What follows belongs to an exercise in optimizing a design on an open flow for small area, a short achievable clock period and few clock cycles per item; a production flow would make more cautious choices. The RTL was checked by simulation tests, not by an equivalence proof against the original design. The flow treats the clock pin as an ideal source. Dropping or thinning the clock tree relies on that and would not hold on a real chip. Power figures rest on the tool's default switching activity, not on a simulated workload.

==> design/flow/design.v <==
package mfcc_delta_pkg;
    localparam int CEP_DATA_WIDTH = 16;
    localparam int NUM_CEP        = 13;
    localparam int DELTA_WIN      = 5;
    localparam logic [2:0] LAST_SLOT = 3'(DELTA_WIN - 1);
    localparam logic [2:0] WIN_FULL  = 3'(DELTA_WIN);
    typedef enum logic {
        FILL    = 1'b0,
        COMPUTE = 1'b1
    } state_t;
    function automatic logic [2:0] slot_sub(input logic [2:0] slot, input logic [2:0] off);
        logic [3:0] s;
        s = {1'b0, slot} + 4'd5 - {1'b0, off};
        if (s >= 4'd5) begin
            s = s - 4'd5;
        end
        slot_sub = s[2:0];
    endfunction
    function automatic logic [2:0] slot_inc(input logic [2:0] slot);
        slot_inc = (slot == LAST_SLOT) ? 3'd0 : slot + 3'd1;
    endfunction
endpackage
module delta_coef_index_cnt #(
    parameter int WIDTH = 7
) (
    input  logic             clk,
    input  logic             rst_n,
    input  logic             clr_i,
    input  logic             en_i,
    input  logic [WIDTH-1:0] limit_i,
    output logic [WIDTH-1:0] out_o,
    output logic             over_o
);
    logic [WIDTH-1:0] cnt_q;
    logic [WIDTH-1:0] cnt_d;
    assign over_o = (cnt_q == limit_i);
    assign out_o  = cnt_q;
    always_comb begin
        cnt_d = cnt_q;
        if (clr_i) begin
            cnt_d = '0;
        end else if (en_i) begin
            cnt_d = over_o ? '0 : cnt_q + WIDTH'(1);
        end
    end
    always_ff @(posedge clk or negedge rst_n) begin
        if (!rst_n) begin
            cnt_q <= '0;
        end else begin
            cnt_q <= cnt_d;
        end
    end
endmodule
module delta_cep_window_calc #(
    parameter int DATA_WIDTH = mfcc_delta_pkg::CEP_DATA_WIDTH,
    parameter int NUM_CEP    = mfcc_delta_pkg::NUM_CEP,
    parameter int IDX_WIDTH  = 7,
    parameter int OUT_WIDTH  = DATA_WIDTH + 3
) (
    input  logic                  clk,
    input  logic                  rst_n,
    input  logic                  clear,
    input  logic                  cep_in_valid,
    input  logic [DATA_WIDTH-1:0] cep_in_data,
    output logic                  cep_in_ready,
    output logic                  delta_valid,
    output logic [OUT_WIDTH-1:0]  delta_data,
    output logic [IDX_WIDTH-1:0]  delta_idx,
    output logic                  delta_frame_end
);
    localparam int RING = 2 * NUM_CEP;           
    localparam int SW   = $clog2(RING);
    localparam int KW   = $clog2(NUM_CEP);
    localparam logic [SW-1:0] SLOT   = SW'(RING - 2);    
    localparam logic [KW-1:0] K_LAST = KW'(NUM_CEP - 1);
    logic [DATA_WIDTH-1:0] p_q [RING];
    logic [DATA_WIDTH-1:0] q_q [RING];
    logic [DATA_WIDTH-1:0] in_data_q;
    logic                  ins_q;               
    logic                  ready_q;
    logic [SW-1:0]         slot_q, slot_d;      
    logic                  xfer;
    logic [KW-1:0]         k_q;                 
    logic [2:0]            frames_q;            
    logic                  ins;
    logic                  delta_valid_q;
    logic [OUT_WIDTH-1:0]  delta_data_q;
    logic [KW-1:0]         delta_idx_q;
    logic                  delta_frame_end_q;
    assign xfer = cep_in_valid & ready_q & ~clear;
    assign slot_d = xfer ? slot_q : ((slot_q == SW'(RING - 1)) ? '0 : slot_q + SW'(1));
    always_ff @(posedge clk or negedge rst_n) begin
        if (!rst_n) begin
            slot_q  <= SLOT - SW'(1);
            ready_q <= 1'b0;
            ins_q   <= 1'b0;
        end else begin
            slot_q  <= slot_d;
            ready_q <= (slot_d == SLOT);
            ins_q   <= xfer;
        end
    end
    always_ff @(posedge clk) begin
        in_data_q <= cep_in_data;
    end
    always_ff @(posedge clk) begin
        p_q[0] <= ins_q ? in_data_q   : p_q[RING-1];
        q_q[0] <= ins_q ? p_q[RING-1] : q_q[RING-1];
        for (int r = 1; r < RING; r++) begin
            p_q[r] <= p_q[r-1];
            q_q[r] <= q_q[r-1];
        end
    end
    logic [DATA_WIDTH-1:0] c_p1, c_m1, c_m2;
    logic [OUT_WIDTH-1:0]  op_x, op_y, op_z, op_w;
    logic [OUT_WIDTH-1:0]  s1, c1, s2, c2;
    assign c_p1 = p_q[NUM_CEP-1];
    assign c_m1 = q_q[NUM_CEP-1];
    assign c_m2 = q_q[RING-1];
    assign op_x = {{(OUT_WIDTH-DATA_WIDTH-1){in_data_q[DATA_WIDTH-1]}}, in_data_q, 1'b1};
    assign op_y = {{(OUT_WIDTH-DATA_WIDTH-1){~c_m2[DATA_WIDTH-1]}}, ~c_m2, 1'b1};
    assign op_z = {{(OUT_WIDTH-DATA_WIDTH){c_p1[DATA_WIDTH-1]}}, c_p1};
    assign op_w = {{(OUT_WIDTH-DATA_WIDTH){~c_m1[DATA_WIDTH-1]}}, ~c_m1};
    assign s1 = op_x ^ op_y ^ op_z;
    assign c1 = {(op_x[OUT_WIDTH-2:0] & op_y[OUT_WIDTH-2:0]) | (op_x[OUT_WIDTH-2:0] & op_z[OUT_WIDTH-2:0])
                 | (op_y[OUT_WIDTH-2:0] & op_z[OUT_WIDTH-2:0]), 1'b1};
    assign s2 = s1 ^ c1 ^ op_w;
    assign c2 = {(s1[OUT_WIDTH-2:0] & c1[OUT_WIDTH-2:0]) | (s1[OUT_WIDTH-2:0] & op_w[OUT_WIDTH-2:0])
                 | (c1[OUT_WIDTH-2:0] & op_w[OUT_WIDTH-2:0]), 1'b0};
    assign ins = ins_q & ~clear;
    always_ff @(posedge clk or negedge rst_n) begin
        if (!rst_n) begin
            k_q           <= '0;
            frames_q      <= '0;
            delta_valid_q <= 1'b0;
        end else begin
            delta_valid_q <= ins & frames_q[2];
            if (clear) begin
                k_q      <= '0;
                frames_q <= '0;
            end else if (ins) begin
                if (k_q == K_LAST) begin
                    k_q <= '0;
                    if (!frames_q[2]) frames_q <= frames_q + 3'd1;
                end else begin
                    k_q <= k_q + KW'(1);
                end
            end
        end
    end
    always_ff @(posedge clk) begin
        delta_data_q      <= s2 + c2;
        delta_idx_q       <= k_q;
        delta_frame_end_q <= (k_q == K_LAST);
    end
    assign cep_in_ready    = ready_q;
    assign delta_valid     = delta_valid_q;
    assign delta_data      = delta_data_q;
    assign delta_idx       = IDX_WIDTH'(delta_idx_q);
    assign delta_frame_end = delta_frame_end_q;
endmodule
==> design/flow/flow/run.sh <==
#!/bin/bash
set -euo pipefail
cd "$(dirname "$0")/.."
export CTS_ARGS="-sink_clustering_enable -repair_clock_nets -dont_use_dummy_load -sink_clustering_size 36 -sink_clustering_max_diameter 95 -buf_list {sky130_fd_sc_hd__clkbuf_8 sky130_fd_sc_hd__clkbuf_16}"
export BUFFER_PORTS_ARGS="-buffer_cell sky130_fd_sc_hd__buf_1"
export SETUP_SLACK_MARGIN=7.8
bash standard.sh cts > make_cts.log 2>&1
CTS_ODB="$PWD/orfs/results/$FLOW_PLATFORM/delta_cep_window_calc/base/4_cts.odb" CLK_PORT=clk \
  openroad -no_init -exit flow/unroot.tcl > unroot.log 2>&1
bash standard.sh > make.log 2>&1
==> design/flow/flow/unroot.tcl <==
# After CTS: if the clock port drives a single root clock buffer whose output feeds at most
# MAX_DIRECT cells, drive those cells from the port directly and remove the root buffer.
set max_direct 4
set odb_file $::env(CTS_ODB)
read_db $odb_file
set block [ord::get_db_block]
set clknet [[$block findBTerm $::env(CLK_PORT)] getNet]
set iterms [$clknet getITerms]
if {[llength $iterms] != 1} {
  puts "unroot: clock port drives [llength $iterms] pins, left as is"
} else {
  set it [lindex $iterms 0]
  set inst [$it getInst]
  set master [[$inst getMaster] getName]
  set xt [$inst findITerm X]
  if {![string match "sky130_fd_sc_hd__clkbuf_*" $master] || $xt eq "NULL" || $xt eq ""} {
    puts "unroot: root cell $master is not a clock buffer, left as is"
  } else {
    set out [$xt getNet]
    set loads {}
    foreach l [$out getITerms] {
      if {[[$l getInst] getName] ne [$inst getName]} { lappend loads $l }
    }
    if {[llength $loads] > $max_direct} {
      puts "unroot: root buffer drives [llength $loads] pins, left as is"
    } else {
      puts "unroot: removing [$inst getName] ($master), port now drives [llength $loads] pins"
      foreach l $loads { $l disconnect; $l connect $clknet }
      $it disconnect
      $xt disconnect
      odb::dbInst_destroy $inst
      odb::dbNet_destroy $out
    }
  }
}
write_db $odb_file
==> design/flow/standard.sh <==
#!/bin/bash
# synth_recipe.tcl (not shown) runs the flow's synth.tcl, then flattens the netlist and writes it again
# the make line also repeats each setting of config.mk as NAME=value (left out here)
make -C /OpenROAD-flow-scripts/flow DESIGN_CONFIG=/design/flow/config.mk WORK_HOME=/design/flow/orfs CLKGATE_MAP_FILE= SYNTH_SCRIPT=/design/flow/synth_recipe.tcl "${@:-finish}"
==> design/flow/config.mk <==
export PLATFORM = sky130hd
export DESIGN_NAME = delta_cep_window_calc
export DESIGN_NICKNAME = delta_cep_window_calc
export VERILOG_FILES = /design/flow/design.v
export SDC_FILE = /design/flow/constraint.sdc
export NUM_CORES = 4
export LEC_CHECK = 0
export CAP_MARGIN = 20
export CORE_MARGIN = 2
export CORE_UTILIZATION = 70
export PLACE_DENSITY = 0.78
export SLEW_MARGIN = 20
==> design/flow/constraint.sdc <==
create_clock -name core_clock -period 11.0 [get_ports {clk}]
set_input_delay 2.2000 -clock core_clock [delete_from_list [all_inputs] [get_ports {clk}]]
set_output_delay 2.2000 -clock core_clock [all_outputs]
set_load 0.01 [all_outputs]
==> impl_results.md, run 1 <==
- Result of the run: complete, no violations
- HPWL after DPL: 15,190 µm
- Die outline height: 175 µm
- Global-route wire length before repair: 40,550 µm
- Mux contribution to synthesized area: 0.01809
- Part of the Yosys area used for sequential elements: 0.8714
- Dominant combinational cell family by area after synthesis: adder cells
- Area growth syn-to-layout: 7.268%
- FP Rows: 62
- Worst clock skew on the final layout: 0.03789 ns
- YS warnings: 3
- Initial detailed-routing violation count: 410
- Clk sinks: 887
- Number of hold-slack violations in the final timing report: 0
- Total area of multi-input combinational cells: 2300 µm²
- Highest fanout seen on the critical path: 2
- Count of final setup violators: 0
- Number of standard cells after synthesis: 1,218
- Count of non-filler cells in the finished layout: 1,667
- Sum of met3 wire segment lengths after detailed routing: 690 µm
- Area fraction in and, or, nand and nor cells after synthesis: 0.01510
- Final Slew Violations: 0
- Die Footprint: 30,630 µm²
- Layout cells sized above 1: 0.09594
- Starting utilization of the core area: 0.7112
- Library cell contributing the largest single delay on the critical path: sky130_fd_sc_hd__dfrtp_1
- RSZ-0062 raised after global routing: true
- Fillcell total: 1,589
- LEAKAGE: 8.918 nW
- Number of vias per cell: 4.587
- Met1 WL: 12,450 µm
- Number of remaining DRC errors: 0
- Largest net degree at the start of global routing: 40
- Number of instances in the placed design: 1,637
- Area of the core: 28,780 µm²
- CP Class: register to output port
- WP data required: 8.80 ns
- Compound-Gate Fraction of Synth Area: 0.02109
- Period minus WS final: 3.157 ns
- Post-route ant nets: 0
- Top metal layer carrying routed signals: met4
- Register cell area after layout: 17,860 µm²
- Later-pin clock latency in the skew report: 0.45 ns
- Number of buffer and inverter instances along the worst setup path: 1
- Class of the tightest hold or removal check: register to register
- Reported max-cap violation count: 0
- Sort of element at the start of the critical path: register
- Maximum clock rate: 316.8 MHz
- Count of nets after finishing: 1,361
- Horizontal die dimension: 175 µm
- Async S/R FF share, synth: 0.01691
- Average wire per standard cell: 15.09 µm
- Least-Margin Pin Slew: 1.094 ns
- Total negative slack: 0 ns
- Endpoint class of the critical path: output port
- Period utilisation layout: 0.2870
- Leading register cell type out of synthesis: sky130_fd_sc_hd__dfxtp_1
- GRT Util Overall: 0.1684
- Clk slew on worst S/H paths: 0.12 ns
- Netlist cell types: 58
- Chain of cells forming the critical path: clkbuf_2
- Max_slew headroom: 0.2704
- Maximum resistive drop on vdd: 0.0001410 V
- WL met2: 11,290 µm
- Total power per unit cell area: 218.6 nW/µm²
- Slowest Stage Delay on Critical Path: 0.39 ns
- Hold-fix buffers at CTS: 0
- GRT overflow: 0
- Number of antenna violations at the first check in global routing: 1
- Critical Path AT: 0.96 ns
- TritonRoute pass-1 iters: 5
- Total standard cell area after synthesis: 20,470 µm²
- IO buf count: 45
- Total length of routed wires: 25,150 µm
- Via count of the first global-routing pass: 7,825
- Crit-path leading delay family: flip-flops
- Adder-cell share of the synthesized area: 0.04695
- Flip-flop and latch count after synthesis: 887
- Total via count in the routed design: 7,646
- GP Congestion: 0.8173
- Number of enable flip-flop cells after synthesis: 0
- Mean Syn Cell Area: 16.80 µm²
- Post-synthesis share of cell area spent on xor and xnor gates: 0.007274
- I/O pins: 49
[cells by family (layout without fill, tap and decap cells)]
family	Yosys count	in the layout
adder cells (fa/ha/maj)	57	57
buffers and inverters	101	163
multiplexers	33	33
flip-flops	887	887
other	1	4
XOR/XNOR	17	17
AND/OR/NAND/NOR	60	60
AO/OA/AOI/OAI	62	62
[layer usage]
metal	vias up	GRT usage
met3	46	0.02350
met1	3634	0.2441
li1	3881	-
met4	0	0.04375
met5	-	0
met2	85	0.2724
[final cells by class]
cell class	count	share of cell area
sequential	887	0.8133
multi-input combinational	232	0.1047
clock buffer	27	0.03077
tap	384	0.02188
inverter	89	0.01522
timing repair buffer	47	0.01396
antenna	1	0.0001140
[power breakdown]
part | internal, W | switching (W)
Sequential | 0.00327 | 0.0000381
Combinational | 0.000107 | 0.000116
Clock | 0.000447 | 0.000818
[what timing repair did]
item	in CTS	in global routing
pin swaps	0	5
setup endpoints to repair	28	12
hold endpoints to repair	0	0
setup buffers	0	2
resized for setup	54	18
[per-stage QoR]
step	worst slack (ns)	hold slack (ns)	util	cell area, µm²	total power (W)
floorplan	7.712	0.3096	-	20480	0.003491
global placement	7.464	0.3098	0.7315	21050	0.003549
detailed placement	7.418	0.3121	0.7315	21050	0.003559
CTS	7.682	0.2974	0.7608	21890	0.004841
global route	7.739	0.3007	0.7629	21960	0.004964
finish	7.843	0.2961	0.7629	21960	0.004800
[placed cells by master, fill, tap and decap left out, drive strengths merged, types with 16 or more instances in the layout]
cell type	instances
a21oi	21
clkbuf	29
dfxtp	872
fa	33
inv	89
nand2	16
mux2	32
ha	24
buf	45
[cell usage after synthesis (2+ instances only)]
library cell,instances,area share
sky130_fd_sc_hd__o211ai_1,2,0.00073
sky130_fd_sc_hd__nand2_1,16,0.0029
sky130_fd_sc_hd__nor2b_1,2,0.00061
sky130_fd_sc_hd__o21ai_1,2,0.00049
sky130_fd_sc_hd__nand3b_1,2,0.00073
sky130_fd_sc_hd__o31ai_1,3,0.0011
sky130_fd_sc_hd__o21ai_0,10,0.0024
sky130_fd_sc_hd__inv_1,89,0.016
sky130_fd_sc_hd__nand4_1,4,0.0012
sky130_fd_sc_hd__a311o_1,2,0.00098
sky130_fd_sc_hd__clkbuf_1,3,0.00055
sky130_fd_sc_hd__mux2_2,32,0.018
sky130_fd_sc_hd__nor3_1,4,0.00098
sky130_fd_sc_hd__nand3_1,4,0.00098
sky130_fd_sc_hd__a21o_1,3,0.0011
sky130_fd_sc_hd__dfxtp_1,872,0.85
sky130_fd_sc_hd__a21oi_1,20,0.0049
sky130_fd_sc_hd__buf_2,3,0.00073
sky130_fd_sc_hd__o21a_1,4,0.0015
sky130_fd_sc_hd__nand2b_1,2,0.00061
sky130_fd_sc_hd__fa_1,33,0.032
sky130_fd_sc_hd__a41oi_1,2,0.00086
sky130_fd_sc_hd__and3_1,2,0.00061
sky130_fd_sc_hd__buf_4,4,0.0015
sky130_fd_sc_hd__dfstp_2,4,0.0051
sky130_fd_sc_hd__xnor2_1,11,0.0047
sky130_fd_sc_hd__ha_1,24,0.015
sky130_fd_sc_hd__xor2_1,6,0.0026
sky130_fd_sc_hd__dfrtp_1,11,0.013
sky130_fd_sc_hd__a211oi_1,2,0.00073
sky130_fd_sc_hd__nor2_1,13,0.0024
[worst paths after layout]
path,from,end,slack (ns),cells past startpoint
setup / recovery,ready_q,cep_in_ready,7.84,1
min in group asynchronous,rst_n,frames_q[2],1.78,1
hold reg to reg,p_q[4][8],p_q[5][8],0.30,0
hold / removal,p_q[4][8],p_q[5][8],0.30,0
setup reg to reg,in_data_q[2],delta_data_q[15],7.88,10
max in group asynchronous,rst_n,ins_q,8.70,1
[registers in the layout, summed over array words and instances (netlist names)]
signal,flops
delta_data_q,19
ins_q,1
slot_q,5
delta_frame_end_q,1
q_q,416
delta_idx_q,4
delta_valid_q,1
k_q,4
p_q,416
in_data_q,16
frames_q,3
ready_q,1
Testbench counts, summed over its fixed seeds: cycles 5,016, items 4,576.
==> run 2: changes to the inputs <==
==> design/flow/flow/run.sh (replaced) <==
#!/bin/bash
set -euo pipefail
cd "$(dirname "$0")/.."
export CTS_ARGS="-sink_clustering_enable -repair_clock_nets -dont_use_dummy_load -sink_clustering_size 34 -sink_clustering_max_diameter 90 -buf_list {sky130_fd_sc_hd__clkbuf_8 sky130_fd_sc_hd__clkbuf_16}"
export BUFFER_PORTS_ARGS="-buffer_cell sky130_fd_sc_hd__buf_2"
export SETUP_SLACK_MARGIN=7.8
bash standard.sh cts > make_cts.log 2>&1
CTS_ODB="$PWD/orfs/results/$FLOW_PLATFORM/delta_cep_window_calc/base/4_cts.odb" CLK_PORT=clk \
  openroad -no_init -exit flow/unroot.tcl > unroot.log 2>&1
bash standard.sh > make.log 2>&1
==> impl_results.md, run 2 <==
- LEAKAGE: 8.993 nW (+0.84%)
- Total power per unit cell area: 219.9 nW/µm² (+0.57%)
- Commonest cells after routing, fill and taps aside: sky130_fd_sc_hd__dfxtp_1 (857), sky130_fd_sc_hd__inv_1 (89), sky130_fd_sc_hd__mux2_2 (32), sky130_fd_sc_hd__fa_1 (32), sky130_fd_sc_hd__buf_2 (30)
- Number of antenna violations at the first check in global routing: 0 (-1)
- Number of hold-slack violations in the final timing report: 0 (unchanged)
- GRT overflow: 0 (unchanged)
- Slowest Stage Delay on Critical Path: 0.39 ns (about the same)
- Leading registers by flop count: p_q x416, q_q x416, delta_data_q x19
- Total length of routed wires: 25,460 µm (+1.2%)
- Number of remaining DRC errors: 0 (unchanged)
- Most frequent cells after synthesis: sky130_fd_sc_hd__dfxtp_1 (872), sky130_fd_sc_hd__inv_1 (89), sky130_fd_sc_hd__fa_1 (33)
- Result of the run: complete, no violations
- YS warnings: 3 (unchanged)
- Least-Margin Pin Slew: 1.102 ns (+0.007728 ns)
- Async S/R FF share, synth: 0.01691 (unchanged)
- WP data required: 8.80 ns (about the same)
- Reported max-cap violation count: 0 (unchanged)
- FP Rows: 62 (unchanged)
- Leading register cell type out of synthesis: sky130_fd_sc_hd__dfxtp_1
- Largest net degree at the start of global routing: 40 (unchanged)
- GP Congestion: 0.8215 (+0.51%)
- Final Slew Violations: 0 (unchanged)
- Highest fanout seen on the critical path: 1 (-1)
- Area of the core: 28,780 µm² (unchanged)
- CP Class: register to output port
- Global-route wire length before repair: 40,990 µm (+1.1%)
- Maximum clock rate: 315.7 MHz (-0.36%)
- Post-route ant nets: 0 (unchanged)
- Number of vias per cell: 4.600 (+0.30%)
- Die outline height: 175 µm (unchanged)
- Min setup slack post-route: 7.832 ns (-0.01143 ns)
- Worst setup timing slack at the placement stage: 7.537 ns (+0.1192 ns)
- Initial detailed-routing violation count: 404 (-1.5%)
- Layout cells sized above 1: 0.1115 (+0.01551)
- Worst clock skew on the final layout: 0.06954 ns (+0.03165 ns)
- Class of the tightest hold or removal check: register to register
- Critical Path AT: 0.97 ns (about the same)
- Cell accounting for the most synthesized area: sky130_fd_sc_hd__dfxtp_1
- TritonRoute pass-1 iters: 4 (-1)
- Total via count in the routed design: 7,669 (+0.30%)
- Period minus WS final: 3.168 ns (+0.01143 ns)
- Total area of multi-input combinational cells: 2288 µm² (-0.49%)
- Cell types occupying the most area after synthesis: sky130_fd_sc_hd__dfxtp_1 (85%), sky130_fd_sc_hd__fa_1 (3.2%), sky130_fd_sc_hd__mux2_2 (1.8%)
- Total standard cell area after synthesis: 20,470 µm² (unchanged)
- Number of enable flip-flop cells after synthesis: 0 (unchanged)
- Chain of cells forming the critical path: buf_2
- Clk sinks: 887 (unchanged)
- Library cell contributing the largest single delay on the critical path: sky130_fd_sc_hd__dfrtp_1
- Fillcell total: 1,584 (-0.31%)
- Total negative slack: 0 ns (unchanged)
- Endpoint class of the critical path: output port
- Area growth syn-to-layout: 7.556%
- Hold-fix buffers at CTS: 0 (unchanged)
- I/O pins: 49 (unchanged)
- Count of final setup violators: 0 (unchanged)
- IO buf count: 45 (unchanged)
- Die Footprint: 30,630 µm² (unchanged)
- Average wire per standard cell: 15.27 µm (+1.2%)
- Max_slew headroom: 0.2653 (-0.005152)
- Via count of the first global-routing pass: 7,889 (+0.82%)
- RSZ-0062 raised after global routing: true
- Mean Syn Cell Area: 16.80 µm² (unchanged)
- Top-count cell post-synth: sky130_fd_sc_hd__dfxtp_1
- Number of standard cells after synthesis: 1,218 (unchanged)
- Horizontal die dimension: 175 µm (unchanged)
- Top-area cell type share of the netlist area: 0.8529 (unchanged)
- Starting utilization of the core area: 0.7112 (unchanged)
- Part of the Yosys area used for sequential elements: 0.8714 (unchanged)
- Number of buffer and inverter instances along the worst setup path: 1 (unchanged)
- GRT Util Overall: 0.1701 (+0.001644)
- Final-layout worst hold slack: 0.2557 ns (-0.04045 ns)
- Maximum resistive drop on vdd: 0.0001661 V (+18%)
- Clk slew on worst S/H paths: 0.11 ns (about the same)
- Register cell area after layout: 17,860 µm² (about the same)
- Count of nets after finishing: 1,362 (+0.073%)
- Core utilization of the finished layout: 0.7649 (+0.002043)
- Sort of element at the start of the critical path: register
- Later-pin clock latency in the skew report: 0.45 ns (about the same)
- Period utilisation layout: 0.2880 (+0.001039)
- Number of inserted diodes: 0 (-1)
- Flip-flop and latch count after synthesis: 887 (unchanged)
- Crit-path leading delay family: flip-flops
- HPWL after DPL: 15,200 µm (about the same)
- Most frequent standard cell in the layout excluding fill and tap cells: sky130_fd_sc_hd__dfxtp_1
- Netlist cell types: 58 (unchanged)
[run 2: cell counts after synthesis]
Identical to the previous run, type by type.
[run 2: routing by layer]
| layer | global-route usage | share of wire | vias up |
|---|---|---|---|
| li1 | - | - | 3878 |
| met1 | 0.2477 | 0.49 | 3674 |
| met2 | 0.2742 | 0.46 | 83 |
| met3 | 0.02524 | 0.027 | 34 |
| met4 | 0.04063 | 0.022 | 0 |
| met5 | 0 | 0 | - |
[run 2: cells by family (layout without fill, tap and decap cells)]
kind of cell | after synthesis | in the layout | share of synthesized area
flip-flops | 887 | 887 | 0.8714
buffers and inverters | 101 | 164 | 0.01987
AO/OA/AOI/OAI | 62 | 62 | 0.02109
AND/OR/NAND/NOR | 60 | 60 | 0.01510
adder cells (fa/ha/maj) | 57 | 57 | 0.04695
multiplexers | 33 | 33 | 0.01809
XOR/XNOR | 17 | 17 | 0.007274
other | 1 | 3 | 0.0001832
[run 2: final cells by class]
type / instances / area share
Tap cell: 384 / 0.02182
Inverter: 89 / 0.01517
Multi-Input combinational cell: 232 / 0.1039
Timing Repair Buffer: 46 / 0.01483
Clock buffer: 29 / 0.03296
Sequential cell: 887 / 0.8113
[run 2: worst paths after layout]
kind | startpoint | endpoint | cells past startpoint | slack, ns
worst max register to register | in_data_q[11] | delta_data_q[18] | 10 | 7.91
max in group asynchronous | rst_n | slot_q[0] | 1 | 9.09
worst min register to register | q_q[1][9] | q_q[2][9] | 0 | 0.26
min in group asynchronous | rst_n | k_q[0] | 1 | 1.61
worst min-delay path | q_q[1][9] | q_q[2][9] | 0 | 0.26
worst max-delay path | delta_valid_q | delta_valid | 1 | 7.83
[run 2: repair_timing]
item / 4_1_cts / 5_1_grt
cloned: 0 / 0
resized for setup: 36 / 11
pin swaps: 0 / 4
setup endpoints to repair: 29 / 11
buffers inserted: 0 / 1
[run 2: metrics by stage]
stage / instances / total power, W / area (µm²)
global route: 1667 / 0.005010 / 22010
CTS: 1667 / 0.004888 / 21990
finish: 1667 / 0.004840 / 22010
detailed placement: 1637 / 0.003566 / 21110
floorplan: 1220 / 0.003491 / 20480
global placement: 1637 / 0.003556 / 21110
[run 2: power breakdown]
group,internal [W],leakage (nW),switching (W)
clock,0.000477,0.357,0.000827
sequential,0.00327,7.23,0.0000386
combinational,0.000109,1.41,0.000115
total,0.00386,8.99,0.000981
[run 2: worst reg2reg max path, stage by stage (launching register included)]
cell and delay, ns:
sky130_fd_sc_hd__dfxtp_1 0.40, sky130_fd_sc_hd__inv_1 0.09, sky130_fd_sc_hd__fa_1 0.54, sky130_fd_sc_hd__inv_1 0.07, sky130_fd_sc_hd__fa_1 0.48, sky130_fd_sc_hd__ha_1 0.47, sky130_fd_sc_hd__and4_1 0.30, sky130_fd_sc_hd__and2_1 0.17
sky130_fd_sc_hd__nand4_1 0.17, sky130_fd_sc_hd__a311o_1 0.32, sky130_fd_sc_hd__nand3_1 0.06
==> run 3: changes to the inputs <==
==> design/flow/flow/run.sh (replaced) <==
#!/bin/bash
set -euo pipefail
cd "$(dirname "$0")/.."
export CTS_ARGS="-sink_clustering_enable -repair_clock_nets -dont_use_dummy_load -sink_clustering_size 34 -sink_clustering_max_diameter 90 -buf_list {sky130_fd_sc_hd__clkbuf_8 sky130_fd_sc_hd__clkbuf_16}"
export BUFFER_PORTS_ARGS="-buffer_cell sky130_fd_sc_hd__buf_2"
export SETUP_SLACK_MARGIN=8.1
bash standard.sh cts > make_cts.log 2>&1
CTS_ODB="$PWD/orfs/results/$FLOW_PLATFORM/delta_cep_window_calc/base/4_cts.odb" CLK_PORT=clk \
  openroad -no_init -exit flow/unroot.tcl > unroot.log 2>&1
bash standard.sh > make.log 2>&1
==> impl_results.md, run 3 <==
- GRT Util Overall: 0.1713 (+0.001195)
- IO buf count: 45 (unchanged)
- Maximum resistive drop on vdd: 0.0001885 V (+13%)
- Clk slew on worst S/H paths: 0.11 ns (about the same)
- Number of remaining DRC errors: 0 (unchanged)
- Period utilisation layout: 0.2906 (+0.002567)
- Sort of element at the start of the critical path: register
- Chain of cells forming the critical path: buf_2
- Number of buffer and inverter instances along the worst setup path: 1 (unchanged)
- Total via count in the routed design: 7,828 (+2.1%)
- Post-route ant nets: 0 (unchanged)
- TritonRoute pass-1 iters: 4 (unchanged)
- Number of hold-slack violations in the final timing report: 0 (unchanged)
- Slowest Stage Delay on Critical Path: 0.41 ns (+0.02 ns)
- HPWL after DPL: 14,960 µm (-1.6%)
- Fillcell total: 1,512 (-4.5%)
- WP data required: 8.80 ns (about the same)
- Library cell contributing the largest single delay on the critical path: sky130_fd_sc_hd__dfrtp_1
- Result of the run: complete, no violations
- Core utilization of the finished layout: 0.7825 (+0.01761)
- Largest net degree at the start of global routing: 40 (unchanged)
- LEAKAGE: 9.136 nW (+1.6%)
- Period minus WS final: 3.196 ns (+0.02824 ns)
- Via count of the first global-routing pass: 8,022 (+1.7%)
- Number of vias per cell: 4.640 (+0.86%)
- I/O pins: 49 (unchanged)
- Fin area: 22,520 µm² (+2.3%)
- Layout cells sized above 1: 0.1711 (+0.05969)
- Crit-path leading delay family: flip-flops
- Die outline height: 175 µm (unchanged)
- Flip-flop and latch count after synthesis: 887 (unchanged)
- Portion of total power attributed to sequential cells: 0.676 (-0.008)
- Class of the tightest hold or removal check: register to register
- Max_slew headroom: 0.2625 (-0.002707)
- Async S/R FF share, synth: 0.01691 (unchanged)
- Count of nets after finishing: 1,382 (+1.5%)
- Maximum clock rate: 312.9 MHz (-0.88%)
- Critical Path AT: 1.00 ns (+0.03 ns)
- Total power per unit cell area: 217.6 nW/µm² (-1.0%)
- Worst path depth: 1 (unchanged)
- Most frequent standard cell in the layout excluding fill and tap cells: sky130_fd_sc_hd__dfxtp_1
- RSZ-0062 raised after global routing: true
- Least-Margin Pin Slew: 1.106 ns (+0.004060 ns)
- CP Class: register to output port
- Worst clock skew on the final layout: 0.06626 ns (-0.003286 ns)
- Final Slew Violations: 0 (unchanged)
- Die Footprint: 30,630 µm² (unchanged)
- Internal power consumption: 0.003901 W (+1.1%)
- Cell types occupying the most area after synthesis: sky130_fd_sc_hd__dfxtp_1 (85%), sky130_fd_sc_hd__fa_1 (3.2%), sky130_fd_sc_hd__mux2_2 (1.8%)
- Endpoint class of the critical path: output port
- Cell accounting for the most synthesized area: sky130_fd_sc_hd__dfxtp_1
- Overall Power: 0.004901 W (+1.3%)
- Leading registers by flop count: p_q x416, q_q x416, delta_data_q x19
- Share of power burned in combinational logic: 0.059 (+0.013)
- Switching Fraction: 0.2040 (+0.001337)
- Number of inserted diodes: 0 (unchanged)
- Total standard cell area after synthesis: 20,470 µm² (unchanged)
- Global-route wire length before repair: 41,480 µm (+1.2%)
- Reported max-cap violation count: 0 (unchanged)
- Commonest cells after routing, fill and taps aside: sky130_fd_sc_hd__dfxtp_1 (833), sky130_fd_sc_hd__inv_1 (86), sky130_fd_sc_hd__dfxtp_2 (39), sky130_fd_sc_hd__mux2_2 (32), sky130_fd_sc_hd__clkbuf_16 (29)
- Area of the core: 28,780 µm² (unchanged)
- Total negative slack: 0 ns (unchanged)
- Switching power: 0.0009996 W (+1.9%)
- Average wire per standard cell: 15.61 µm (+2.2%)
- Number of antenna violations at the first check in global routing: 0 (unchanged)
- GRT overflow: 0 (unchanged)
- Mean Syn Cell Area: 16.80 µm² (unchanged)
- Most frequent cells after synthesis: sky130_fd_sc_hd__dfxtp_1 (872), sky130_fd_sc_hd__inv_1 (89), sky130_fd_sc_hd__fa_1 (33)
- Part of the Yosys area used for sequential elements: 0.8714 (unchanged)
- Clk sinks: 887 (unchanged)
- Area growth syn-to-layout: 10.03%
- Hold-fix buffers at CTS: 0 (unchanged)
- Top-area cell type share of the netlist area: 0.8529 (unchanged)
- Number of enable flip-flop cells after synthesis: 0 (unchanged)
- FP Rows: 62 (unchanged)
- Number of standard cells after synthesis: 1,218 (unchanged)
- Netlist cell types: 58 (unchanged)
- GP Congestion: 0.8168 (-0.57%)
- Later-pin clock latency in the skew report: 0.45 ns (about the same)
- FF-to-FF path depth: 10 (unchanged)
- Count of final setup violators: 0 (unchanged)
- Top-count cell post-synth: sky130_fd_sc_hd__dfxtp_1
- Highest fanout seen on the critical path: 2 (+1)
- Clock power share: 0.265 (-0.004)
- Initial detailed-routing violation count: 469 (+16%)
- Leading register cell type out of synthesis: sky130_fd_sc_hd__dfxtp_1
- Number of stages on the worst hold path: 0 (unchanged)
- Total length of routed wires: 26,340 µm (+3.5%)
- Post-placement cell area: 21,110 µm² (unchanged)
- Horizontal die dimension: 175 µm (unchanged)
- Starting utilization of the core area: 0.7112 (unchanged)
- YS warnings: 3 (unchanged)
## run 3: cell counts after synthesis
Identical to the previous run, type by type.
## run 3: cell type report
class | instances | area [µm²] | area share
clock buffers | 29 | 725.7 | 0.03222
inverters | 89 | 334.1 | 0.01483
multi-input cells | 232 | 2564 | 0.1138
flip-flops and latches | 887 | 17890 | 0.7942
well taps | 384 | 480.5 | 0.02133
repair buffers | 66 | 530.5 | 0.02356
## run 3: path summary, 6_finish.rpt
| kind | startpoint | end | slack (ns) |
|---|---|---|---|
| max in group asynchronous | rst_n | slot_q[4] | 9.09 |
| min in group asynchronous | rst_n | delta_valid_q | 1.61 |
| worst min register to register | q_q[3][9] | q_q[4][9] | 0.25 |
| worst min-delay path | q_q[3][9] | q_q[4][9] | 0.25 |
| worst max register to register | in_data_q[6] | delta_data_q[12] | 8.07 |
| worst max-delay path | ready_q | cep_in_ready | 7.80 |
## run 3: metrics by stage
step                std cells  setup slack, ns  hold slack, ns
global placement         1637            7.599          0.3103
finish                   1687            7.804          0.2495
detailed placement       1637            7.541          0.3121
floorplan                1220            7.712          0.3096
CTS                      1674            7.671          0.2496
global route             1687            7.745          0.2361
## run 3: timing repair
action,in CTS,in global routing
gates resized for setup,85,50
pin swaps,14,33
buffers inserted,7,14
setup endpoints to repair,37,39
## run 3: cells by family after synthesis
kind of cell	synth area share
other	0.0001832
multiplexers	0.01809
AND/OR/NAND/NOR	0.01510
adder cells (fa/ha/maj)	0.04695
flip-flops	0.8714
buffers and inverters	0.01987
XOR/XNOR	0.007274
AO/OA/AOI/OAI	0.02109
## run 3: power by group through the flow
stage	clock (W)	sequential [W]	combinational, W
2_1_floorplan	0	0.00337	0.000121
3_3_place_gp	0	0.00337	0.000183
3_5_place_dp	0	0.00337	0.000190
4_1_cts	0.00135	0.00331	0.000246
5_1_grt	0.00144	0.00332	0.000312
6_report	0.00130	0.00331	0.000289
## run 3: routing by layer
metal | global-route usage | share of wire | vias to the layer above
met3 | 0.02459 | 0.028 | 47
li1 | - | - | 3921
met1 | 0.2487 | 0.48 | 3771
met5 | 0 | 0 | -
met4 | 0.04306 | 0.026 | 0
met2 | 0.2765 | 0.46 | 89
==> run 4: changes to the inputs <==
==> design/flow/flow/run.sh (replaced) <==
#!/bin/bash
set -euo pipefail
cd "$(dirname "$0")/.."
export CTS_ARGS="-sink_clustering_enable -repair_clock_nets -dont_use_dummy_load -sink_clustering_size 36 -sink_clustering_max_diameter 95 -buf_list {sky130_fd_sc_hd__clkbuf_8 sky130_fd_sc_hd__clkbuf_16}"
export BUFFER_PORTS_ARGS="-buffer_cell sky130_fd_sc_hd__buf_1"
export SETUP_SLACK_MARGIN=7.8
bash standard.sh cts > make_cts.log 2>&1
CTS_ODB="$PWD/orfs/results/$FLOW_PLATFORM/delta_cep_window_calc/base/4_cts.odb" CLK_PORT=clk \
  openroad -no_init -exit flow/unroot.tcl > unroot.log 2>&1
bash standard.sh > make.log 2>&1
==> design/flow/flow/unroot.tcl (replaced) <==
# After CTS: the clock port drives a single root clock buffer, which drives a few first-level
# clock buffers. Remove the root buffer and split each first-level buffer's loads into two
# halves (by position), giving the second half a new buffer of the same cell, so that the port
# drives at most MAX_DIRECT first-level buffers, each with fewer loads.
set max_direct 4
set odb_file $::env(CTS_ODB)
read_db $odb_file
set block [ord::get_db_block]
set clknet [[$block findBTerm $::env(CLK_PORT)] getNet]

proc is_buf {inst} {
  return [regexp {^sky130_fd_sc_hd__(clk)?buf_[0-9]+$} [[$inst getMaster] getName]]
}
proc loads_of {net inst} {
  set loads {}
  foreach l [$net getITerms] {
    if {[[$l getInst] getName] ne [$inst getName]} { lappend loads $l }
  }
  return $loads
}

set iterms [$clknet getITerms]
if {[llength $iterms] != 1 || ![is_buf [[lindex $iterms 0] getInst]]} {
  puts "unroot: clock port does not drive a single buffer, left as is"
  write_db $odb_file
  exit 0
}
set it [lindex $iterms 0]
set root [$it getInst]
set rout [[$root findITerm X] getNet]
set mids [loads_of $rout $root]
if {[llength $mids] > $max_direct} {
  puts "unroot: root buffer drives [llength $mids] pins, left as is"
  write_db $odb_file
  exit 0
}
puts "unroot: removing [$root getName], port now drives [llength $mids] pins"
foreach l $mids { $l disconnect; $l connect $clknet }
$it disconnect
[$root findITerm X] disconnect
odb::dbInst_destroy $root
odb::dbNet_destroy $rout

# Split first-level buffers while the port stays within max_direct pins.
set n 0
foreach m $mids {
  if {[llength [$clknet getITerms]] >= $max_direct} { break }
  set minst [$m getInst]
  if {![is_buf $minst]} { continue }
  set mnet [[$minst findITerm X] getNet]
  set ls [loads_of $mnet $minst]
  if {[llength $ls] < 4} { continue }
  # split along the wider side of the loads' bounding box, at the median
  set pts {}
  foreach l $ls { lassign [[$l getInst] getLocation] x y; lappend pts [list $l $x $y] }
  set xs [lsort -integer [lmap p $pts {lindex $p 1}]]
  set ys [lsort -integer [lmap p $pts {lindex $p 2}]]
  set k [expr {([lindex $xs end] - [lindex $xs 0]) >= ([lindex $ys end] - [lindex $ys 0]) ? 1 : 2}]
  set sorted [lsort -integer -index $k $pts]
  set half [expr {[llength $sorted] / 2}]
  set g2 [lrange $sorted $half end]
  set g1 [lrange $sorted 0 [expr {$half - 1}]]
  set cx 0; set cy 0
  foreach p $g2 { incr cx [lindex $p 1]; incr cy [lindex $p 2] }
  set cx [expr {$cx / [llength $g2]}]; set cy [expr {$cy / [llength $g2]}]
  set name "clkbuf_split_${n}_clk"
  set nnet [odb::dbNet_create $block "clknet_split_${n}_clk"]
  $nnet setSigType CLOCK
  set ninst [odb::dbInst_create $block [$minst getMaster] $name]
  $ninst setLocation $cx $cy
  $ninst setPlacementStatus PLACED
  [$ninst findITerm A] connect $clknet
  [$ninst findITerm X] connect $nnet
  foreach p $g2 { set l [lindex $p 0]; $l disconnect; $l connect $nnet }
  # move the original buffer to the centroid of the loads it keeps
  set cx 0; set cy 0
  foreach p $g1 { incr cx [lindex $p 1]; incr cy [lindex $p 2] }
  $minst setLocation [expr {$cx / [llength $g1]}] [expr {$cy / [llength $g1]}]
  puts "unroot: split [$minst getName]: [llength $g1] + [llength $g2] loads ($name)"
  incr n
}
global_connect
detailed_placement
check_placement
write_db $odb_file
==> impl_results.md, run 4 <==
- Horizontal die dimension: 175 µm (unchanged)
- I/O pins: 49 (unchanged)
- Async S/R FF share, synth: 0.01691 (unchanged)
- Initial detailed-routing violation count: 367 (-22%)
- Cell types occupying the most area after synthesis: sky130_fd_sc_hd__dfxtp_1 (85%), sky130_fd_sc_hd__fa_1 (3.2%), sky130_fd_sc_hd__mux2_2 (1.8%)
- Maximum resistive drop on vdd: 0.0001411 V (-25%)
- Leading register cell type out of synthesis: sky130_fd_sc_hd__dfxtp_1
- Total standard cell area after synthesis: 20,470 µm² (unchanged)
- Die outline height: 175 µm (unchanged)
- Cell accounting for the most synthesized area: sky130_fd_sc_hd__dfxtp_1
- Number of remaining DRC errors: 0 (unchanged)
- Clk sinks: 887 (unchanged)
- Sort of element at the start of the critical path: register
- Fillcell total: 1,586 (+4.9%)
- LEAKAGE: 8.939 nW (-2.1%)
- Die Footprint: 30,630 µm² (unchanged)
- TritonRoute pass-1 iters: 5 (+1)
- GRT Util Overall: 0.1743 (+0.003058)
- Average wire per standard cell: 15.43 µm (-1.2%)
- Count of non-filler cells in the finished layout: 1,670 (-1.0%)
- Max_slew headroom: 0.2841 (+0.02152)
- Worst clock skew on the final layout: 0.03604 ns (-0.03021 ns)
- Count of final setup violators: 0 (unchanged)
- Area growth syn-to-layout: 7.476%
- RSZ-0062 raised after global routing: true
- Chain of cells forming the critical path: inv_1 > fa_1 > inv_1 > fa_1 > ha_4 > a2111oi_4 > o21ai_2 > a311o_1 > a21oi_2 > xnor2_1
- Mean Syn Cell Area: 16.80 µm² (unchanged)
- Maximum clock rate: 320.1 MHz (+2.3%)
- Top-count cell post-synth: sky130_fd_sc_hd__dfxtp_1
- Number of hold-slack violations in the final timing report: 0 (unchanged)
- Global-route wire length before repair: 41,320 µm (-0.38%)
- Worst setup timing slack at the placement stage: 7.418 ns (-0.1233 ns)
- Number of enable flip-flop cells after synthesis: 0 (unchanged)
- GRT overflow: 0 (unchanged)
- Flip-flop and latch count after synthesis: 887 (unchanged)
- Number of standard cells after synthesis: 1,218 (unchanged)
- Number of antenna violations at the first check in global routing: 1 (+1)
- Count of nets after finishing: 1,364 (-1.3%)
- Core utilization of the finished layout: 0.7644 (-0.01817)
- Result of the run: complete, no violations
- Via count of the first global-routing pass: 7,949 (-0.91%)
- Period minus WS final: 3.124 ns (-0.07244 ns)
- YS warnings: 3 (unchanged)
- Area of the core: 28,780 µm² (unchanged)
- Least-Margin Pin Slew: 1.074 ns (-0.03228 ns)
- IO buf count: 45 (unchanged)
- HPWL after DPL: 15,190 µm (+1.5%)
- Most frequent standard cell in the layout excluding fill and tap cells: sky130_fd_sc_hd__dfxtp_1
- Total negative slack: 0 ns (unchanged)
- Min setup slack post-route: 7.876 ns (+0.07244 ns)
- Most frequent cells after synthesis: sky130_fd_sc_hd__dfxtp_1 (872), sky130_fd_sc_hd__inv_1 (89), sky130_fd_sc_hd__fa_1 (33)
- Overall Power: 0.004837 W (-1.3%)
- Total power per unit cell area: 219.9 nW/µm² (+1.0%)
- Period utilisation layout: 0.2840 (-0.006585)
- Final Slew Violations: 0 (unchanged)
- Part of the Yosys area used for sequential elements: 0.8714 (unchanged)
- Commonest cells after routing, fill and taps aside: sky130_fd_sc_hd__dfxtp_1 (856), sky130_fd_sc_hd__inv_1 (89), sky130_fd_sc_hd__mux2_2 (32), sky130_fd_sc_hd__fa_1 (32), sky130_fd_sc_hd__clkbuf_16 (29)
- Top-area cell type share of the netlist area: 0.8529 (unchanged)
- FP Rows: 62 (unchanged)
- Class of the tightest hold or removal check: register to register
- Highest fanout seen on the critical path: 3 (+1)
- Largest net degree at the start of global routing: 40 (unchanged)
- Later-pin clock latency in the skew report: 0.39 ns (-0.06 ns)
- Number of vias per cell: 4.594 (-1.0%)
- CP Class: register to register
- Total via count in the routed design: 7,672 (-2.0%)
- Slowest Stage Delay on Critical Path: 0.58 ns (+0.17 ns)
- Post-route ant nets: 0 (unchanged)
- Starting utilization of the core area: 0.7112 (unchanged)
- Library cell contributing the largest single delay on the critical path: sky130_fd_sc_hd__fa_1
- Number of instances in the placed design: 1,637 (unchanged)
- Leading registers by flop count: p_q x416, q_q x416, delta_data_q x19
- Endpoint class of the critical path: register
- Total length of routed wires: 25,770 µm (-2.2%)
- Netlist cell types: 58 (unchanged)
- Layout cells sized above 1: 0.09805 (-0.07309)
- Critical Path AT: 3.42 ns (+2.42 ns)
- Reported max-cap violation count: 0 (unchanged)
- WP data required: 11.30 ns (+2.50 ns)
- GP Congestion: 0.8173 (about the same)
- Clk slew on worst S/H paths: 0.12 ns (about the same)
run 4: cell counts after synthesis:
Identical to the previous run, type by type.
run 4: report_power, final:
group	total (W)	internal (W)	switching (W)
Combinational	0.000222	0.000106	0.000116
Clock	0.00130	0.000485	0.000818
Sequential	0.00331	0.00327	0.0000384
run 4: logic make-up (layout without fill, tap and decap cells):
kind of cell | after synthesis | in the layout | share of synthesized area
buf+inv | 101 | 166 | 0.01987
other cells | 1 | 4 | 0.0001832
fa+ha+maj | 57 | 57 | 0.04695
mux | 33 | 33 | 0.01809
xor+xnor | 17 | 17 | 0.007274
compound gates | 62 | 62 | 0.02109
simple gates | 60 | 60 | 0.01510
flops | 887 | 887 | 0.8714
run 4: cell type report:
class | count | area (µm²) | area share
Buffer | 2 | 50.05 | 0.002275
Inverter | 89 | 334.1 | 0.01519
Antenna cell | 1 | 2.502 | 0.0001138
Clock buffer | 27 | 675.6 | 0.03071
Tap cell | 384 | 480.5 | 0.02184
Multi-Input combinational cell | 232 | 2287 | 0.1040
Timing Repair Buffer | 48 | 310.3 | 0.01411
Sequential cell | 887 | 17860 | 0.8118
run 4: worst paths after layout:
check / start / endpoint / slack, ns / cells past startpoint
max: in_data_q[6] / delta_data_q[12] / 7.88 / 10
min: p_q[22][9] / p_q[23][9] / 0.30 / 0
max reg2reg: in_data_q[6] / delta_data_q[12] / 7.88 / 10
min reg2reg: p_q[22][9] / p_q[23][9] / 0.30 / 0
max in group asynchronous: rst_n / ins_q / 8.62 / 1
min in group asynchronous: rst_n / slot_q[3] / 1.87 / 1
run 4: metrics by stage:
stage          hold slack (ns)  instance area, µm²
2_1_floorplan           0.3096               20480
3_3_place_gp            0.3098               21050
3_5_place_dp            0.3121               21050
4_1_cts                 0.2974               21890
5_1_grt                 0.2989               22000
6_report                0.2963               22000
run 4: critical path: cells and delay by family (launching register included):
family	cells	cell delay, ns
adders and majority gates	3	1.35
AOI/OAI and AO/OA	4	1.11
DFF	1	0.36
xor gates and xnor gates	1	0.12
buffers and inverters	2	0.11
run 4: metal layers:
layer  up-vias  global-route usage  part of all wire
met2        89              0.2826              0.46
li1       3882                   -                 -
met1      3661              0.2450              0.49
met3        40             0.02654             0.031
met5         -                   0                 0
met4         0             0.05764             0.025
run 4: what timing repair did:
action,in CTS,in global routing
pin swaps,0,5
gates resized for setup,54,17
hold buffers,0,0
setup buffers,0,3
setup endpoints to repair,28,11
==> run 5: changes to the inputs <==
==> design/flow/flow/run.sh (replaced) <==
#!/bin/bash
set -euo pipefail
cd "$(dirname "$0")/.."
export CTS_ARGS="-sink_clustering_enable -repair_clock_nets -dont_use_dummy_load -sink_clustering_size 36 -sink_clustering_max_diameter 95 -buf_list {sky130_fd_sc_hd__clkbuf_8 sky130_fd_sc_hd__clkbuf_16}"
export BUFFER_PORTS_ARGS="-buffer_cell sky130_fd_sc_hd__buf_1"
export SETUP_SLACK_MARGIN=8.0
bash standard.sh cts > make_cts.log 2>&1
CTS_ODB="$PWD/orfs/results/$FLOW_PLATFORM/delta_cep_window_calc/base/4_cts.odb" CLK_PORT=clk \
  openroad -no_init -exit flow/unroot.tcl > unroot.log 2>&1
bash standard.sh > make.log 2>&1
==> impl_results.md, run 5 <==
- Result of the run: complete, no violations
- Area growth syn-to-layout: 9.218%
- Largest net degree at the start of global routing: 40 (unchanged)
- Part of the Yosys area used for sequential elements: 0.8714 (unchanged)
- Chain of cells forming the critical path: clkbuf_2
- Endpoint of the worst-slack reg-to-reg timing path: delta_data_q[12]
- Class of the tightest hold or removal check: register to register
- Mean Syn Cell Area: 16.80 µm² (unchanged)
- Number of remaining DRC errors: 0 (unchanged)
- Cell types occupying the most area after synthesis: sky130_fd_sc_hd__dfxtp_1 (85%), sky130_fd_sc_hd__fa_1 (3.2%), sky130_fd_sc_hd__mux2_2 (1.8%)
- Most frequent cells after synthesis: sky130_fd_sc_hd__dfxtp_1 (872), sky130_fd_sc_hd__inv_1 (89), sky130_fd_sc_hd__fa_1 (33)
- Setup slack on the worst flop-to-flop path: 8.04 ns (+0.16 ns)
- Top-area cell type share of the netlist area: 0.8529 (unchanged)
- Period minus WS final: 3.080 ns (-0.04359 ns)
- Total negative slack: 0 ns (unchanged)
- Count of nets after finishing: 1,374 (+0.73%)
- Sort of element at the start of the critical path: register
- Critical Path Start: ready_q
- Total via count in the routed design: 7,750 (+1.0%)
- Async S/R FF share, synth: 0.01691 (unchanged)
- Core utilization of the finished layout: 0.7768 (+0.01239)
- Switching Fraction: 0.2021 (+0.001069)
- Flip-flop and latch count after synthesis: 887 (unchanged)
- Number of enable flip-flop cells after synthesis: 0 (unchanged)
- Die outline height: 175 µm (unchanged)
- Crit-path leading delay family: flip-flops
- GP Congestion: 0.8150 (-0.28%)
- FP Rows: 62 (unchanged)
- Commonest cells after routing, fill and taps aside: sky130_fd_sc_hd__dfxtp_1 (837), sky130_fd_sc_hd__inv_1 (86), sky130_fd_sc_hd__dfxtp_2 (35), sky130_fd_sc_hd__mux2_2 (32), sky130_fd_sc_hd__fa_1 (30)
- Leading register cell type out of synthesis: sky130_fd_sc_hd__dfxtp_1
- Count of final setup violators: 0 (unchanged)
- RSZ-0062 raised after global routing: true
- Die Footprint: 30,630 µm² (unchanged)
- GRT overflow: 0 (unchanged)
- Total length of routed wires: 26,310 µm (+2.1%)
- CP Class: register to output port
- Worst path depth: 1 (-9)
- Maximum resistive drop on vdd: 0.0001933 V (+37%)
- Number of vias per cell: 4.616 (+0.48%)
- Highest fanout seen on the critical path: 2 (-1)
- GRT Util Overall: 0.1725 (-0.001829)
- Hold-fix buffers at CTS: 0 (unchanged)
- Internal power consumption: 0.003896 W (+0.81%)
- Number of antenna violations at the first check in global routing: 0 (-1)
- IO buf count: 45 (unchanged)
- Endpoint of the worst setup timing path: cep_in_ready
- Most frequent standard cell in the layout excluding fill and tap cells: sky130_fd_sc_hd__dfxtp_1
- Max_slew headroom: 0.2657 (-0.01835)
- Critical Path AT: 0.88 ns (-2.54 ns)
- Number of buffer and inverter instances along the worst setup path: 1 (-1)
- Top-count cell post-synth: sky130_fd_sc_hd__dfxtp_1
- Startpoint of the most critical register-to-register path: in_data_q[6]
- Reported max-cap violation count: 0 (unchanged)
- Startpoint of the worst hold path: p_q[1][8]
- Maximum clock rate: 324.7 MHz (+1.4%)
- Post-route ant nets: 0 (unchanged)
- Portion of total power attributed to sequential cells: 0.679 (-0.006)
- I/O pins: 49 (unchanged)
- Final-layout worst hold slack: 0.2940 ns (-0.002325 ns)
- WP data required: 8.80 ns (-2.50 ns)
- Leading registers by flop count: p_q x416, q_q x416, delta_data_q x19
- Number of standard cells after synthesis: 1,218 (unchanged)
- Number of hold-slack violations in the final timing report: 0 (unchanged)
- FF-to-FF path depth: 10 (unchanged)
- Global-route wire length before repair: 40,810 µm (-1.2%)
- Switching power: 0.0009868 W (+1.5%)
- Least-Margin Pin Slew: 1.101 ns (+0.02752 ns)
- Final Slew Violations: 0 (unchanged)
- Area of the core: 28,780 µm² (unchanged)
- LEAKAGE: 9.031 nW (+1.0%)
- HPWL after DPL: 15,060 µm (-0.87%)
- Total standard cell area after synthesis: 20,470 µm² (unchanged)
- Layout cells sized above 1: 0.1382 (+0.04017)
- Worst clock skew on the final layout: 0.03936 ns (+0.003317 ns)
- YS warnings: 3 (unchanged)
- Later-pin clock latency in the skew report: 0.36 ns (-0.03 ns)
- Starting utilization of the core area: 0.7112 (unchanged)
- Netlist cell types: 58 (unchanged)
- Horizontal die dimension: 175 µm (unchanged)
- Cell accounting for the most synthesized area: sky130_fd_sc_hd__dfxtp_1
- Slowest Stage Delay on Critical Path: 0.39 ns (-0.19 ns)
- Overall Power: 0.004883 W (+0.94%)
- Endpoint class of the critical path: output port
- Library cell contributing the largest single delay on the critical path: sky130_fd_sc_hd__dfrtp_1
- Average wire per standard cell: 15.67 µm (+1.6%)
- Share of power burned in combinational logic: 0.055 (+0.009)
- Via count of the first global-routing pass: 7,850 (-1.2%)
- Period utilisation layout: 0.2800 (-0.003963)
- Clk slew on worst S/H paths: 0.12 ns (about the same)
- Clk sinks: 887 (unchanged)
- Number of inserted diodes: 0 (-1)
- Initial detailed-routing violation count: 384 (+4.6%)
- Clock power share: 0.266 (-0.003)
- Total power per unit cell area: 218.4 nW/µm² (-0.67%)
- TritonRoute pass-1 iters: 4 (-1)
[run 5: cell counts after synthesis]
No cell type changed its count.
[run 5: power groups by stage]
stage / sequential, W / combinational (W) / clock (W)
final: 0.00331 / 0.000269 / 0.00130
after global placement: 0.00337 / 0.000176 / 0
after global routing: 0.00332 / 0.000290 / 0.00143
after floorplan: 0.00337 / 0.000121 / 0
after detailed placement: 0.00338 / 0.000184 / 0
after CTS: 0.00331 / 0.000229 / 0.00131
[run 5: worst min-delay path by stage]
| stage | endpoint | slack, ns | cells past startpoint |
|---|---|---|---|
| 3_5_place_dp | p_q[21][5] | 0.31 | 0 |
| 2_1_floorplan | p_q[10][0] | 0.31 | 0 |
| 4_1_cts | p_q[2][8] | 0.30 | 0 |
| 5_1_grt | p_q[20][8] | 0.30 | 0 |
| 6_report | p_q[2][8] | 0.29 | 0 |
| 3_3_place_gp | p_q[2][7] | 0.31 | 0 |
[run 5: cell families (layout without fill, tap and decap cells)]
kind of cell,Yosys count,count (layout),synth area share
compound gates,62,62,0.02109
xor+xnor,17,17,0.007274
fa+ha+maj,57,57,0.04695
buf+inv,101,176,0.01987
flops,887,887,0.8714
mux,33,33,0.01809
other cells,1,3,0.0001832
simple gates,60,60,0.01510
[run 5: final cells by class]
cell class	instances	area (µm²)
Buffer	2	50.05
Clock buffer	27	675.6
Fill cell	1567	6425
Inverter	89	334.1
Multi-Input combinational cell	232	2515
Sequential cell	887	17880
Tap cell	384	480.5
Timing Repair Buffer	58	417.9
[run 5: per-layer routing]
metal | global-route usage | vias to the layer above | share of wire
met4 | 0.04028 | 0 | 0.016
met1 | 0.2473 | 3729 | 0.49
met3 | 0.03525 | 29 | 0.032
met5 | 0 | - | 0
li1 | - | 3903 | -
met2 | 0.2755 | 89 | 0.46
[run 5: through the flow]
stage          cell area [µm²]  instances  setup slack, ns
5_1_grt                  22360       1679            7.883
3_5_place_dp             21050       1637            7.417
6_report                 22360       1679            7.920
4_1_cts                  22010       1665            7.672
2_1_floorplan            20480       1220            7.712
3_3_place_gp             21050       1637            7.472
[run 5: repair_timing]
item,CTS,global route
pin swaps,2,15
buffers inserted,0,13
resized for setup,83,55
endpoints found under the setup margin,35,39
==> run 6: changes to the inputs <==
--- a/design/flow/design.v
+++ b/design/flow/design.v
@@ -96,7 +96,7 @@
             ins_q   <= 1'b0;
         end else begin
             slot_q  <= slot_d;
-            ready_q <= (slot_d == SLOT);
+            ready_q <= xfer | (slot_q == SLOT - SW'(1));
             ins_q   <= xfer;
         end
     end
@@ -121,12 +121,17 @@
     assign op_y = {{(OUT_WIDTH-DATA_WIDTH-1){~c_m2[DATA_WIDTH-1]}}, ~c_m2, 1'b1};
     assign op_z = {{(OUT_WIDTH-DATA_WIDTH){c_p1[DATA_WIDTH-1]}}, c_p1};
     assign op_w = {{(OUT_WIDTH-DATA_WIDTH){~c_m1[DATA_WIDTH-1]}}, ~c_m1};
-    assign s1 = op_x ^ op_y ^ op_z;
-    assign c1 = {(op_x[OUT_WIDTH-2:0] & op_y[OUT_WIDTH-2:0]) | (op_x[OUT_WIDTH-2:0] & op_z[OUT_WIDTH-2:0])
-                 | (op_y[OUT_WIDTH-2:0] & op_z[OUT_WIDTH-2:0]), 1'b1};
-    assign s2 = s1 ^ c1 ^ op_w;
-    assign c2 = {(s1[OUT_WIDTH-2:0] & c1[OUT_WIDTH-2:0]) | (s1[OUT_WIDTH-2:0] & op_w[OUT_WIDTH-2:0])
-                 | (c1[OUT_WIDTH-2:0] & op_w[OUT_WIDTH-2:0]), 1'b0};
+    assign c1[0] = 1'b1;
+    assign c2[0] = 1'b0;
+    for (genvar i = 0; i < OUT_WIDTH; i++) begin : g_csa
+        logic [1:0] r1, r2;
+        assign r1 = 2'(op_x[i]) + 2'(op_y[i]) + 2'(op_z[i]);
+        assign s1[i] = r1[0];
+        if (i + 1 < OUT_WIDTH) assign c1[i+1] = r1[1];
+        assign r2 = 2'(s1[i]) + 2'(c1[i]) + 2'(op_w[i]);
+        assign s2[i] = r2[0];
+        if (i + 1 < OUT_WIDTH) assign c2[i+1] = r2[1];
+    end
     assign ins = ins_q & ~clear;
     always_ff @(posedge clk or negedge rst_n) begin
         if (!rst_n) begin
==> impl_results.md, run 6 <==
- Total via count in the routed design: 7,680 (-0.90%)
- Result of the run: complete, no violations
- Endpoint of the worst-slack reg-to-reg timing path: delta_data_q[10]
- Top-count cell post-synth: sky130_fd_sc_hd__dfxtp_1
- Cell types occupying the most area after synthesis: sky130_fd_sc_hd__dfxtp_1 (86%), sky130_fd_sc_hd__fa_1 (3.3%), sky130_fd_sc_hd__ha_1 (1.5%)
- Number of inserted diodes: 0 (unchanged)
- Met1 WL: 13,170 µm (+2.6%)
- Total length of routed wires: 26,500 µm (+0.72%)
- Die outline height: 174.3 µm (-0.40%)
- YS warnings: 3 (unchanged)
- Least-Margin Pin Slew: 0.7855 ns (-0.3159 ns)
- Horizontal die dimension: 174.3 µm (-0.40%)
- Via count of the first global-routing pass: 7,956 (+1.4%)
- Period minus WS final: 3.092 ns (+0.01227 ns)
- Number of standard cells after synthesis: 1,217 (-0.082%)
- Endpoint class of the critical path: output port
- Post-route ant nets: 0 (unchanged)
- Number of antenna violations at the first check in global routing: 0 (unchanged)
- Switching power: 0.001141 W (+16%)
- Cell accounting for the most synthesized area: sky130_fd_sc_hd__dfxtp_1
- Number of remaining DRC errors: 0 (unchanged)
- Clk sinks: 887 (unchanged)
- Core utilization of the finished layout: 0.7694 (-0.007374)
- Initial detailed-routing violation count: 476 (+24%)
- Flip-flop and latch count after synthesis: 887 (unchanged)
- Die Footprint: 30,380 µm² (-0.79%)
- Top metal layer carrying routed signals: met4
- Total standard cell area after synthesis: 20,300 µm² (-0.81%)
- Starting utilization of the core area: 0.7093 (-0.001915)
- Final Slew Violations: 0 (unchanged)
- Async S/R FF share, synth: 0.01691 (unchanged)
- Period utilisation layout: 0.2811 (+0.001115)
- Mean Syn Cell Area: 16.68 µm² (-0.73%)
- TritonRoute pass-1 iters: 4 (unchanged)
- Internal power consumption: 0.004198 W (+7.7%)
- Library cell contributing the largest single delay on the critical path: sky130_fd_sc_hd__dfrtp_1
- Most frequent cells after synthesis: sky130_fd_sc_hd__dfxtp_1 (872), sky130_fd_sc_hd__inv_1 (80), sky130_fd_sc_hd__nand2_1 (36)
- RSZ-0062 raised after global routing: true
- GRT Util Overall: 0.1757 (+0.003207)
- Endpoint of the worst setup timing path: cep_in_ready
- Slowest Stage Delay on Critical Path: 0.40 ns (about the same)
- Average wire per standard cell: 15.85 µm (+1.1%)
- Maximum clock rate: 323.4 MHz (-0.40%)
- Startpoint of the most critical register-to-register path: in_data_q[3]
- Clk slew on worst S/H paths: 0.12 ns (about the same)
- CP Class: register to output port
- GRT overflow: 0 (unchanged)
- I/O pins: 49 (unchanged)
- Share of power burned in combinational logic: 0.073 (+0.018)
- Commonest cells after routing, fill and taps aside: sky130_fd_sc_hd__dfxtp_1 (851), sky130_fd_sc_hd__inv_1 (78), sky130_fd_sc_hd__nand2_1 (34), sky130_fd_sc_hd__fa_1 (31), sky130_fd_sc_hd__clkbuf_16 (29)
- Crit-path leading delay family: flip-flops
- Later-pin clock latency in the skew report: 0.38 ns (+0.02 ns)
- Largest net degree at the start of global routing: 37 (-7.5%)
- Maximum resistive drop on vdd: 0.0001708 V (-12%)
- Portion of total power attributed to sequential cells: 0.682 (+0.003)
- Max_slew headroom: 0.4763 (+0.2106)
- Number of hold-slack violations in the final timing report: 0 (unchanged)
- Area growth syn-to-layout: 8.473%
- FP Rows: 62 (unchanged)
- Class of the tightest hold or removal check: register to register
- Setup slack on the worst flop-to-flop path: 7.96 ns (-0.08 ns)
- Layout cells sized above 1: 0.1102 (-0.02798)
- Clock power share: 0.245 (-0.021)
- Reported max-cap violation count: 0 (unchanged)
- Total power per unit cell area: 242.4 nW/µm² (+11%)
- Sum of met3 wire segment lengths after detailed routing: 704 µm (-17%)
- Leading register cell type out of synthesis: sky130_fd_sc_hd__dfxtp_1
- Number of buffer and inverter instances along the worst setup path: 1 (unchanged)
- WP data required: 8.80 ns (about the same)
- Leading registers by flop count: p_q x416, q_q x416, delta_data_q x19
- Chain of cells forming the critical path: clkbuf_2
- Worst clock skew on the final layout: 0.03992 ns (+0.0005661 ns)
- Sort of element at the start of the critical path: register
- Worst path depth: 1 (unchanged)
- Critical Path AT: 0.89 ns (about the same)
- Number of vias per cell: 4.593 (-0.49%)
- LEAKAGE: 9.234 nW (+2.3%)
- Switching Fraction: 0.2138 (+0.01168)
- Netlist cell types: 48 (-17%)
- Count of nets after finishing: 1,367 (-0.51%)
- Area of the core: 28,630 µm² (-0.54%)
- IO buf count: 45 (unchanged)
- Top-area cell type share of the netlist area: 0.8598 (+0.006938)
- HPWL after DPL: 15,550 µm (+3.3%)
- Number of enable flip-flop cells after synthesis: 0 (unchanged)
- Hold-fix buffers at CTS: 0 (unchanged)
- Most frequent standard cell in the layout excluding fill and tap cells: sky130_fd_sc_hd__dfxtp_1
- Global-route wire length before repair: 40,950 µm (+0.34%)
- Total negative slack: 0 ns (unchanged)
- FF-to-FF path depth: 9 (-1)
- Part of the Yosys area used for sequential elements: 0.8785 (+0.007089)
- WL met2: 12,050 µm (-1.4%)
- Count of final setup violators: 0 (unchanged)
- Highest fanout seen on the critical path: 2 (unchanged)
- Critical Path Start: ready_q
- GP Congestion: 0.7559 (-7.3%)
run 6: cell types whose count changed after synthesis, sizes merged, moves of 3 or more:
cell,delta
mux2,-14
nand2,+20
a31oi,+3
o21ai,+13
nor3,-3
nor2,+4
inv,-9
a41oi,-3
run 6: through the flow:
stage                     hold slack (ns)  power, W  cells  worst slack [ns]  cell area (µm²)
after floorplan                    0.3096  0.003862   1219             7.925            20340
after global placement             0.3098  0.003975   1638             7.753            20930
final                              0.2984  0.005339   1672             7.908            22020
after CTS                          0.3055  0.005322   1667             7.673            21830
after detailed placement           0.3121  0.003998   1638             7.739            20930
after global routing               0.3143  0.005540   1672             7.867            22020
run 6: power groups by stage:
stage / clock, W / sequential (W) / combinational, W
5_1_grt: 0.00144 / 0.00367 / 0.000429
3_3_place_gp: 0 / 0.00369 / 0.000289
6_report: 0.00131 / 0.00364 / 0.000390
2_1_floorplan: 0 / 0.00366 / 0.000200
4_1_cts: 0.00132 / 0.00365 / 0.000354
3_5_place_dp: 0 / 0.00370 / 0.000300
run 6: timing repair:
item,CTS,global route
buffers inserted,1,4
endpoints found under the setup margin,30,32
resized for setup,67,32
hold endpoints to repair,0,0
pin swaps,2,13
run 6: worst min path at each step:
stage,slack (ns),startpoint,depth (start not counted),end
2_1_floorplan,0.31,p_q[9][0],0,p_q[10][0]
3_3_place_gp,0.31,p_q[2][4],0,p_q[3][4]
3_5_place_dp,0.31,p_q[2][14],0,p_q[3][14]
4_1_cts,0.31,p_q[5][11],0,p_q[6][11]
5_1_grt,0.31,p_q[5][11],0,p_q[6][11]
6_report,0.30,p_q[20][12],0,p_q[21][12]
run 6: kinds of logic after synthesis:
group / Yosys count / share of synthesized area
AOI/OAI and AO/OA: 67 / 0.02021
xor gates and xnor gates: 17 / 0.007333
adders and majority gates: 57 / 0.04733
buffers and inverters: 91 / 0.01750
DFF: 887 / 0.8785
muxes: 21 / 0.01146
other: 1 / 0.0001847
and+or+nand+nor: 76 / 0.01744
run 6: routing by layer:
metal	GRT usage	vias up
met5	0	-
met4	0.04482	0
met3	0.02887	38
met2	0.2824	87
met1	0.2535	3684
li1	-	3871
run 6: area by class of cell:
type                       count  area, µm²
inverter                      80      300.3
buffer                         2      50.05
clock buffer                  27      675.6
tap                          384      480.5
multi-input combinational    241       2303
fill                        1559       6601
timing repair buffer          51      346.6
sequential                   887      17870
Testbench counts of run 6, summed over its fixed seeds: cycles 5,016, items 4,576.

re-timing with driven ports:
Ports are ideal in the flow. The routed layouts listed here were re-timed in OpenROAD.
Step 1 (the two cells are an assumption about what drives the block):
set clk [get_ports {clk}]
set_driving_cell -lib_cell sky130_fd_sc_hd__clkbuf_16 $clk
set_driving_cell -lib_cell sky130_fd_sc_hd__buf_2 [delete_from_list [all_inputs] $clk]
Step 2, shift: input delay + t, output delay - t, t = (earliest + latest rising clock arrival at the registers) / 2. This alone moves slack from input paths to output paths.
Three values: no drivers, after step 1, after step 2; two values: the first two.
run	shift t [ns]	setup slack, ns	hold slack, ns	worst setup path at the end
run 1	0.498	7.843 / 7.778 / 7.540	0.296 / 0.296 / 0.296	input to register
run 2	0.485	7.832 / 7.767 / 7.535	0.256 / 0.256 / 0.256	input to register
run 3	0.488	7.804 / 7.739 / 7.647	0.249 / 0.249 / 0.249	input to register
run 4	0.463	7.876 / 7.818 / 7.530	0.296 / 0.296 / 0.296	input to register
run 5	0.450	7.920 / 7.817 / 7.552	0.294 / 0.294 / 0.294	input to register
run 6	0.461	7.908 / 7.804 / 7.753	0.298 / 0.298 / 0.298	input to register
After both steps every run listed still meets setup and hold. The setup slack of run 5, which loses most, moves by -0.103 ns with the drivers and by -0.368 ns with both steps.
